Source: an optimization exercise on an open RTL-to-GDS flow (aim: small area and a short achievable clock period). Production flows keep margins and buffers that such runs may drop. At most, simulation tests tie the RTL to the original design; equivalence was not proved. Function not checked in run 1: the RTL went through the layout flow alone. No driver is modelled on the clock port, so clocking that relies on it looks cheaper here than on a real chip. Power and IR drop assume default switching activity.

==> flow/design.v, too long to show whole: its modules and the start of the top module <==
// module neuron_mac: 744 lines
// module nm_fa: 4 lines
// module nm_x2: 3 lines
// module nm_ha: 4 lines
// module nm_add4c: 21 lines
// module nm_add6c: 31 lines
// module nm_add7: 35 lines
// module nm_add16c: 101 lines
// module nm_wdec: 5 lines
module neuron_mac #(
    parameter int BITS       = 32,
    parameter int NUM_INPUTS = 3,
    parameter int W_BITS     = 16,
    parameter int B_BITS     = 32
) (
    input  logic                     clk,
    input  logic                     rst,
    input  logic                     start,
    input  logic                     in_valid,
    output logic                     in_ready,
    input  logic signed [BITS-1:0]   x_in,
    input  logic                     w_we,
    input  logic [7:0]               w_addr,
    input  logic signed [W_BITS-1:0] w_data,
    input  logic                     bias_we,
    input  logic signed [B_BITS-1:0] bias_data,
    output logic [BITS+24:0]         mult_sum_out,
    output logic [31:0]              counter,
    output logic                     out_valid
);
  // ...
==> flow/flow/run.sh <==
#!/bin/bash
# Own flow: the standard layout (standard.sh, with the standard synthesis unchanged), with
#  - every port still buffered by buffer_ports, with a plain buffer cell instead of the delay
#    buffer it picks by default;
#  - after CTS, flow/skew.tcl (POST_CTS_TCL hook) clocks the multiplier's launch registers from
#    buffers on the clock root, so their clock arrives earlier (skew for internal paths only).
# make's full output goes to make_finish.log; each ORFS step logs to orfs/logs/.
set -euo pipefail
MARGIN=7
TNS=10
BUFCELL=sky130_fd_sc_hd__buf_1
bash standard.sh SETUP_SLACK_MARGIN=$MARGIN TNS_END_PERCENT=$TNS \
  "BUFFER_PORTS_ARGS=-buffer_cell $BUFCELL" "POST_CTS_TCL=$PWD/flow/skew.tcl" \
  finish > make_finish.log 2>&1
==> flow/flow/skew.tcl <==
# POST_CTS hook: clock the registers that launch the multiplier stage (x_q, the Booth digit
# registers neg_q/one_q/two_q or their copies u_dig_*, act_q and first_q) from new clock
# buffers driven by the clock root buffer instead of the leaf buffers. Their clock then
# arrives earlier than the other registers' clocks. They launch only into the multiplier tree
# and the accumulator's start select (internal register-to-register paths), so this skew
# helps those paths; the input paths into them lose the same amount.
set block [ord::get_db_block]
set db [ord::get_db]
set root [$block findInst clkbuf_0_clk]
if { $root == "NULL" } { error "skew.tcl: no clock root buffer clkbuf_0_clk" }
set rnet [[$root findITerm X] getNet]
set master [$db findMaster sky130_fd_sc_hd__clkbuf_16]
set sinks {}
foreach inst [$block getInsts] {
  set name [$inst getName]
  if { [regexp {^(x_q|neg_q|one_q|two_q)\\?\[} $name] || [regexp {^(act_q|first_q|u_dig_)} $name] } {
    if { [$inst findITerm CLK] != "NULL" } { lappend sinks $inst }
  }
}
puts "skew.tcl: [llength $sinks] early-clocked registers"
# split the sinks into four groups by quadrant (median x, then median y), one buffer each
proc median { vals } {
  set s [lsort -integer $vals]
  return [lindex $s [expr {[llength $s] / 2}]]
}
set xs {}
foreach s $sinks { lappend xs [lindex [$s getLocation] 0] }
set mx [median $xs]
set halves [list {} {}]
foreach s $sinks {
  set h [expr {[lindex [$s getLocation] 0] < $mx ? 0 : 1}]
  lset halves $h [concat [lindex $halves $h] [list $s]]
}
set groups {}
foreach half $halves {
  if { [llength $half] == 0 } { continue }
  set ys {}
  foreach s $half { lappend ys [lindex [$s getLocation] 1] }
  set my [median $ys]
  set lo {}; set hi {}
  foreach s $half {
    if { [lindex [$s getLocation] 1] < $my } { lappend lo $s } else { lappend hi $s }
  }
  lappend groups $lo $hi
}
set k 0
foreach grp $groups {
  if { [llength $grp] == 0 } { continue }
  set sx 0; set sy 0
  foreach s $grp { set loc [$s getLocation]; incr sx [lindex $loc 0]; incr sy [lindex $loc 1] }
  set cx [expr {$sx / [llength $grp]}]; set cy [expr {$sy / [llength $grp]}]
  set buf [odb::dbInst_create $block $master "clkbuf_early_$k"]
  set net [odb::dbNet_create $block "clk_early_$k"]
  $net setSigType CLOCK
  [$buf findITerm A] connect $rnet
  [$buf findITerm X] connect $net
  $buf setLocation $cx $cy
  $buf setPlacementStatus PLACED
  foreach s $grp {
    set it [$s findITerm CLK]
    $it disconnect
    $it connect $net
  }
  incr k
}
set_placement_padding -global -left $::env(CELL_PAD_IN_SITES_DETAIL_PLACEMENT) -right $::env(CELL_PAD_IN_SITES_DETAIL_PLACEMENT)
detailed_placement
check_placement -verbose
estimate_parasitics -placement
report_clock_skew
report_worst_slack -max
==> flow/standard.sh <==
#!/bin/bash
# synth_recipe.tcl (not shown) runs the flow's synth.tcl, then flattens the netlist and writes it again
# the make line also repeats each setting of config.mk as NAME=value (left out here)
make -C /OpenROAD-flow-scripts/flow DESIGN_CONFIG=/design/flow/config.mk WORK_HOME=/design/flow/orfs CLKGATE_MAP_FILE= SYNTH_SCRIPT=/design/flow/synth_recipe.tcl "${@:-finish}"
==> flow/config.mk <==
export PLATFORM = sky130hd
export DESIGN_NAME = neuron_mac
export DESIGN_NICKNAME = neuron_mac
export VERILOG_FILES = /design/flow/design.v
export SDC_FILE = /design/flow/constraint.sdc
export NUM_CORES = 4
export LEC_CHECK = 0
export CAP_MARGIN = 20
export CORE_MARGIN = 2
export CORE_UTILIZATION = 45
export CTS_CLUSTER_DIAMETER = 100
export CTS_CLUSTER_SIZE = 30
export SLEW_MARGIN = 20
export SYNTH_HIERARCHICAL = 1
==> flow/constraint.sdc <==
create_clock -name core_clock -period 11.0 [get_ports {clk}]
set_input_delay 2.2000 -clock core_clock [delete_from_list [all_inputs] [get_ports {clk}]]
set_output_delay 2.2000 -clock core_clock [all_outputs]
set_load 0.01 [all_outputs]
==> impl_metrics.csv, run 1 <==
group,metric,value,unit
layout,fillerInstances,4320,
critical_path,slowest_stage,"dfrtp_2",
clock_tree,path_clk_slew,0.10,ns
route,via_per_inst,5.75,
layout,final_common_cell,"xnor2_1",
critical_path,endpoint,"mult_sum_out[54]",
layout,nMultiInputCombCells,1417,
run,max_cap_violations,0,
yosys,netlist_area,0.0218,mm2
route,wl_met1,24.7,mm
critical_path,max_stage_delay,0.44,ns
placement,gp_congestion,0.834,
worst_hold_path,hold_end,"acc_s[32]$_DFF_P_",
outcome,outcome,"finished clean",
placement,post-place-ws,6.15,ns
sta,fin_setup_tns,0,ns
layout,final_core_util,49.3,%
worst_hold_path,hp-class,"reg -> reg",
power_and_ir_drop,intPower,0.00244,W
sta,slew_headroom,23.8,%
route,wl_met2,27.4,mm
sta,fin_crit_sh,41.3,%
global_routing,grt_antenna_before_repair,2,
floorplanning,io_pins,185,
layout,multi_input_area_share,63.2,%
route,wl,57.9,mm
power_and_ir_drop,clk-power,0.000794,W
clock_tree,cts_tree,"done",
critical_path,cp.depth,8,
power_and_ir_drop,clkPwrFrac,19.9,%
sta,whs,0.453,ns
power_and_ir_drop,p_seq,0.00147,W
placement,io_buffers,154,
route,route.antenna.remaining_nets,0,
global_routing,grt_pass1_vias,15700,
power_and_ir_drop,p_seq_share,36.9,%
power_and_ir_drop,power-top-group,"combinational logic",
layout,seq_cell_count,260,
global_routing,grt_util_met3,4.34,%
layout,top_regs,"acc_s x49, sum_q x49",
power_and_ir_drop,switchingPower,0.00155,W
layout,diodes,1,
layout,final_cells,2549,
==> inputs of run 2 (changes only) <==
--- a/flow/design.v
+++ b/flow/design.v
@@ -22,20 +22,22 @@
     localparam int W = 49;
     localparam logic [1:0] IDLE = 2'd0, ACC = 2'd1, BIAS = 2'd2, DONE = 2'd3;
     logic [1:0]    state_q, state_d;
     logic [1:0]    cnt_q;
     logic [15:0]   w0_q, w1_q, w2_q;
     logic [31:0]   bias_q, bias_d;
     logic [W-1:0]  sum_q, init;
     logic [W-1:0]  acc_s;           
-    logic [6:0]   acc_cb, cb_d, sum_cb;  
-    logic [6:0]   ao_d, sum_ao;  
+    logic [6:0]   acc_cb, cb_d;  
+    logic [6:0]   ao_d;  
     logic [7:1]   cin;
     logic [W-1:0]  res;
+    logic [7:1]   g2_d, sum_g2;
+    logic [7:2]   p2_d, sum_p2;
     logic [W-1:0]  acc_d, tr_a, tr_b;
     logic [31:0]   x_q;
     logic [7:0]    neg_q, one_q, two_q;
     logic          act_q;
     logic          first_q;          
     logic [15:0]   wcur;
     logic [16:0]   wx;
     logic [7:0]    neg_d, one_d, two_d;
@@ -671,31 +673,44 @@
     nm_add4c u_add3 (.a(tr_a[27:24]), .b(tr_b[27:24]), .s(acc_d[27:24]), .co(cb_d[3]), .ao(ao_d[3]));
     nm_add4c u_add4 (.a(tr_a[31:28]), .b(tr_b[31:28]), .s(acc_d[31:28]), .co(cb_d[4]), .ao(ao_d[4]));
     nm_add4c u_add5 (.a(tr_a[35:32]), .b(tr_b[35:32]), .s(acc_d[35:32]), .co(cb_d[5]), .ao(ao_d[5]));
     nm_add6c u_add6 (.a(tr_a[41:36]), .b(tr_b[41:36]), .s(acc_d[41:36]), .co(cb_d[6]), .ao(ao_d[6]));
     nm_add7 u_add7 (.a(tr_a[48:42]), .b(tr_b[48:42]), .s(acc_d[48:42]));
     always_ff @(posedge clk or posedge rst) begin
         if (rst) begin
             sum_q  <= '0;
-            sum_cb <= '0;
-            sum_ao <= '0;
+            sum_g2 <= '0;
+            sum_p2 <= '0;
         end else if (state_q == BIAS) begin
             sum_q  <= acc_d;
-            sum_cb <= cb_d;
-            sum_ao <= ao_d;
+            sum_g2 <= g2_d;
+            sum_p2 <= p2_d;
         end
     end
-    assign cin[1] = (sum_cb[0]);
-    assign cin[2] = (sum_cb[0] & sum_ao[1]) | (sum_cb[1]);
-    assign cin[3] = (sum_cb[0] & sum_ao[1] & sum_ao[2]) | (sum_cb[1] & sum_ao[2]) | (sum_cb[2]);
-    assign cin[4] = (sum_cb[0] & sum_ao[1] & sum_ao[2] & sum_ao[3]) | (sum_cb[1] & sum_ao[2] & sum_ao[3]) | (sum_cb[2] & sum_ao[3]) | (sum_cb[3]);
-    assign cin[5] = (sum_cb[0] & sum_ao[1] & sum_ao[2] & sum_ao[3] & sum_ao[4]) | (sum_cb[1] & sum_ao[2] & sum_ao[3] & sum_ao[4]) | (sum_cb[2] & sum_ao[3] & sum_ao[4]) | (sum_cb[3] & sum_ao[4]) | (sum_cb[4]);
-    assign cin[6] = (sum_cb[0] & sum_ao[1] & sum_ao[2] & sum_ao[3] & sum_ao[4] & sum_ao[5]) | (sum_cb[1] & sum_ao[2] & sum_ao[3] & sum_ao[4] & sum_ao[5]) | (sum_cb[2] & sum_ao[3] & sum_ao[4] & sum_ao[5]) | (sum_cb[3] & sum_ao[4] & sum_ao[5]) | (sum_cb[4] & sum_ao[5]) | (sum_cb[5]);
-    assign cin[7] = (sum_cb[0] & sum_ao[1] & sum_ao[2] & sum_ao[3] & sum_ao[4] & sum_ao[5] & sum_ao[6]) | (sum_cb[1] & sum_ao[2] & sum_ao[3] & sum_ao[4] & sum_ao[5] & sum_ao[6]) | (sum_cb[2] & sum_ao[3] & sum_ao[4] & sum_ao[5] & sum_ao[6]) | (sum_cb[3] & sum_ao[4] & sum_ao[5] & sum_ao[6]) | (sum_cb[4] & sum_ao[5] & sum_ao[6]) | (sum_cb[5] & sum_ao[6]) | (sum_cb[6]);
+    assign g2_d[1] = cb_d[0];
+    assign g2_d[2] = cb_d[1] | (ao_d[1] & cb_d[0]);
+    assign p2_d[2] = ao_d[1] & ao_d[0];
+    assign g2_d[3] = cb_d[2] | (ao_d[2] & cb_d[1]);
+    assign p2_d[3] = ao_d[2] & ao_d[1];
+    assign g2_d[4] = cb_d[3] | (ao_d[3] & cb_d[2]);
+    assign p2_d[4] = ao_d[3] & ao_d[2];
+    assign g2_d[5] = cb_d[4] | (ao_d[4] & cb_d[3]);
+    assign p2_d[5] = ao_d[4] & ao_d[3];
+    assign g2_d[6] = cb_d[5] | (ao_d[5] & cb_d[4]);
+    assign p2_d[6] = ao_d[5] & ao_d[4];
+    assign g2_d[7] = cb_d[6] | (ao_d[6] & cb_d[5]);
+    assign p2_d[7] = ao_d[6] & ao_d[5];
+    assign cin[1] = (sum_g2[1]);
+    assign cin[2] = (sum_g2[2]);
+    assign cin[3] = (sum_g2[3]) | (sum_g2[1] & sum_p2[3]);
+    assign cin[4] = (sum_g2[4]) | (sum_g2[2] & sum_p2[4]);
+    assign cin[5] = (sum_g2[5]) | (sum_g2[3] & sum_p2[5]) | (sum_g2[1] & sum_p2[5] & sum_p2[3]);
+    assign cin[6] = (sum_g2[6]) | (sum_g2[4] & sum_p2[6]) | (sum_g2[2] & sum_p2[6] & sum_p2[4]);
+    assign cin[7] = (sum_g2[7]) | (sum_g2[5] & sum_p2[7]) | (sum_g2[3] & sum_p2[7] & sum_p2[5]) | (sum_g2[1] & sum_p2[7] & sum_p2[5] & sum_p2[3]);
     assign res[0] = sum_q[0];
     assign res[1] = sum_q[1];
     assign res[2] = sum_q[2];
     assign res[3] = sum_q[3];
     assign res[4] = sum_q[4];
     assign res[5] = sum_q[5];
     assign res[6] = sum_q[6];
     assign res[7] = sum_q[7];
==> impl_metrics.csv, run 2 <==
group,metric,value,unit
outcome,outcome,"finished clean",
placement,hpwlAfterDp,38.7,mm
global_routing,grt.overflow.total,0,
floorplanning,fp.dieArea,0.0498,mm2
route,route.antenna.remaining_nets,0,
floorplanning,io_pins,185,
power_and_ir_drop,intPower,0.00242,W
floorplanning,die_x,223,um
route,wl,58.9,mm
power_and_ir_drop,vdd_drop_max,0.194,mV
critical_path,startpoint,"sum_p2[3]$_DFFE_PP0N_",
sta,layout_min_cycle_time,4.43,ns
layout,area_growth,8.79,%
critical_path,max_stage_delay,0.42,ns
floorplanning,rows,80,
global_routing,grt_antenna_before_repair,3,
critical_path,slowest_stage,"dfrtp_1",
global_routing,grtUsageTotal,24.5,%
placement,gp_congestion,0.815,
layout,fillerInstances,4310,
global_routing,grt_pass1_vias,16000,
clock_tree,path_clk_slew,0.10,ns
sta,setup_violations,0,
clock_tree,cts_tree,"done",
critical_path,rr_worst_depth,13,
layout,final_cell_area,0.0235,mm2
worst_hold_path,hp-class,"reg -> reg",
power_and_ir_drop,p_leak,10.3,nW
power_and_ir_drop,switchingPower,0.00158,W
placement,io_buffers,154,
sta,finalMaxSlewViolations,0,
floorplanning,die_h,223,um
global_routing,grt_pass1_wl,94.2,mm
yosys,yosysWarningCount,7,
floorplanning,coreArea,0.0475,mm2
power_and_ir_drop,swShare,39.4,%
sta,slew_headroom,43.2,%
critical_path,cp.arrival,2.23,ns
sta,fmax,226,MHz
placement,post_dp_cell_area,0.0222,mm2
route,drt_first_pass_iters,6,
power_and_ir_drop,p_seq_share,36.5,%
layout,final_common_cell,"xnor2_1",
sta,fin_crit_sh,40.3,%
critical_path,crit_chain,"a21o_4, a21o_4, a21oi_4, buf_12, nor3_2, xor2_2, buf_6, buf_2",
critical_path,criticalPathCategory,"reg -> out",
layout,top_regs,"acc_s x49, sum_q x49",
sta,clock_skew,0.251,ns
clock_tree,clock-sinks,259,
clock_tree,clk_latency,0.60,ns
yosys,netlist_area,0.0216,mm2
layout,layout_common_cells,"xnor2_1, a22oi_1, fa_1",
route,via_per_inst,5.81,
route,wl_per_cell,23.0,um
critical_path,cp_common_cell,"a21o_4",
route,vias,14800,
power_and_ir_drop,clkPwrFrac,16.9,%
critical_path,crit_required,8.80,ns
layout,nNetsFinal,2354,
critical_path,cp_max_fo,9,
power_and_ir_drop,power_density,170,mW/mm2
yosys,synth_cells,1916,
critical_path,end_kind,"output port",
critical_path,rr_startpoint,"x_q[20]$_DFF_P_",
worst_hold_path,worstHoldStart,"bias_q[6]$_DFFE_PP0P_",
sta,hold_viol,0,
sta,fin_setup_tns,0,ns
route,drc,0,
critical_path,rrSetupSlack,6.78,ns
route,drt_iter0_drc,1275,
yosys,avgSynthCellArea,11.3,um2
global_routing,grt_max_degree,62,
sta,max_slew.worst_pin.slew,0.843,ns
worst_hold_path,min_path_cells,1,
power_and_ir_drop,comb_power_share,46.6,%
floorplanning,start_util,45.5,%
sta,rsz0062_at_grt,"yes",
layout,drive_above_1_share,19.0,%
run,max_cap_violations,0,
critical_path,start_kind,"flip-flop",
==> run 2: cell count changes in the layout (fill, tap and decap cells not counted), moves of 6 or more <==
cell     change
mux2_2      -11
o21ai_0     +11
nand3_1      +6
nor2_1       +7
dfxtp_4      +8
buf_12       +9
buf_4       -10
a21oi_1     +11
==> run 2: final timing paths <==
| check | end |
|---|---|
| worst max register to register | sum_q[23]$_DFFE_PP0N_ |
| worst max-delay path | mult_sum_out[56] |
| max in group asynchronous | sum_p2[5]$_DFFE_PP0N_ |
| worst min-delay path | acc_s[6]$_DFF_P_ |
| min in group asynchronous | bias_q[1]$_DFFE_PP0P_ |
| worst min register to register | acc_s[6]$_DFF_P_ |
==> run 2: metrics by stage <==
| stage | setup slack [ns] | instances | hold WS (ns) | total power, W | util [%] |
|---|---|---|---|---|---|
| finish | 6.57 | 2556 | 0.484 | 0.00400 | 49.5 |
| global placement | 6.03 | 2494 | 0.480 | 0.00325 | 46.7 |
| detailed placement | 6.00 | 2494 | 0.486 | 0.00328 | 46.7 |
| global route | 6.48 | 2554 | 0.504 | 0.00432 | 49.5 |
| floorplan | 6.72 | 1946 | 0.433 | 0.00286 | - |
==> run 2: area by class of cell, without the clock buffers <==
class	instances	area (um2)	share of cell area (%)
buffer	4	100	0.425
sequential	259	6040	25.7
timing repair buffer	209	1290	5.47
clock inverter	6	61.3	0.260
inverter	23	90.1	0.383
multi-input combinational	1422	14800	63.1
antenna	2	5.00	0.0213
tap	615	769	3.27
==> run 2: per-layer routing <==
layer  share of wire [%]  GRT usage (%)  up-vias
li1                    -              -     6522
met1                  42           33.4     7585
met2                  47           39.3      603
met3                 7.3           4.00      130
met4                 3.6           9.48        2
met5               0.022              0        -
==> run 2: power by group through the flow <==
| stage | sequential, W | clock (W) | combinational, W |
|---|---|---|---|
| after floorplan | 0.00136 | 0 | 0.00150 |
| final | 0.00146 | 0.000675 | 0.00186 |
| after global placement | 0.00148 | 0 | 0.00176 |
| after detailed placement | 0.00148 | 0 | 0.00180 |
| after global routing | 0.00150 | 0.000731 | 0.00210 |
==> run 2: critical path, delay by kind of cell (launching register included) <==
kind,cells,cell delay [ns]
compound gates,3,0.61
flops,1,0.42
buf+inv,3,0.41
xor+xnor,1,0.15
simple gates,1,0.05

==> separate check: timing with driven ports <==
The flow's constraints put no driver on any port. The routed layouts listed below were extracted and timed again, unchanged, in two steps. Step 1: set_driving_cell puts a clkbuf_16 on clk and a buf_2 on each other input, an assumption about the parent block. Step 2 moves the port delays by t, midway between the first and last clock arrival at a register: inputs arrive t later, outputs are due t later. That takes back most of the time a late clock gives input paths. Three values: ideal, step 1, step 2; two values: the first two.
run	t, ns	slack for setup (ns)	worst hold slack (ns)	worst register clock-pin slew, ns	worst data-port slew with drivers (ns)
run 1	0.541	6.453 / 6.396 / 6.419	0.453 / 0.453 / 0.453	0.11 / 0.11	0.08
run 2	0.532	6.571 / 6.513 / 6.432	0.484 / 0.484 / 0.484	0.11 / 0.11	0.08
After both steps every run listed still meets setup and hold. For run 2, which loses most, drivers alone change the setup slack by -0.058 ns; drivers and shift together by -0.139 ns.
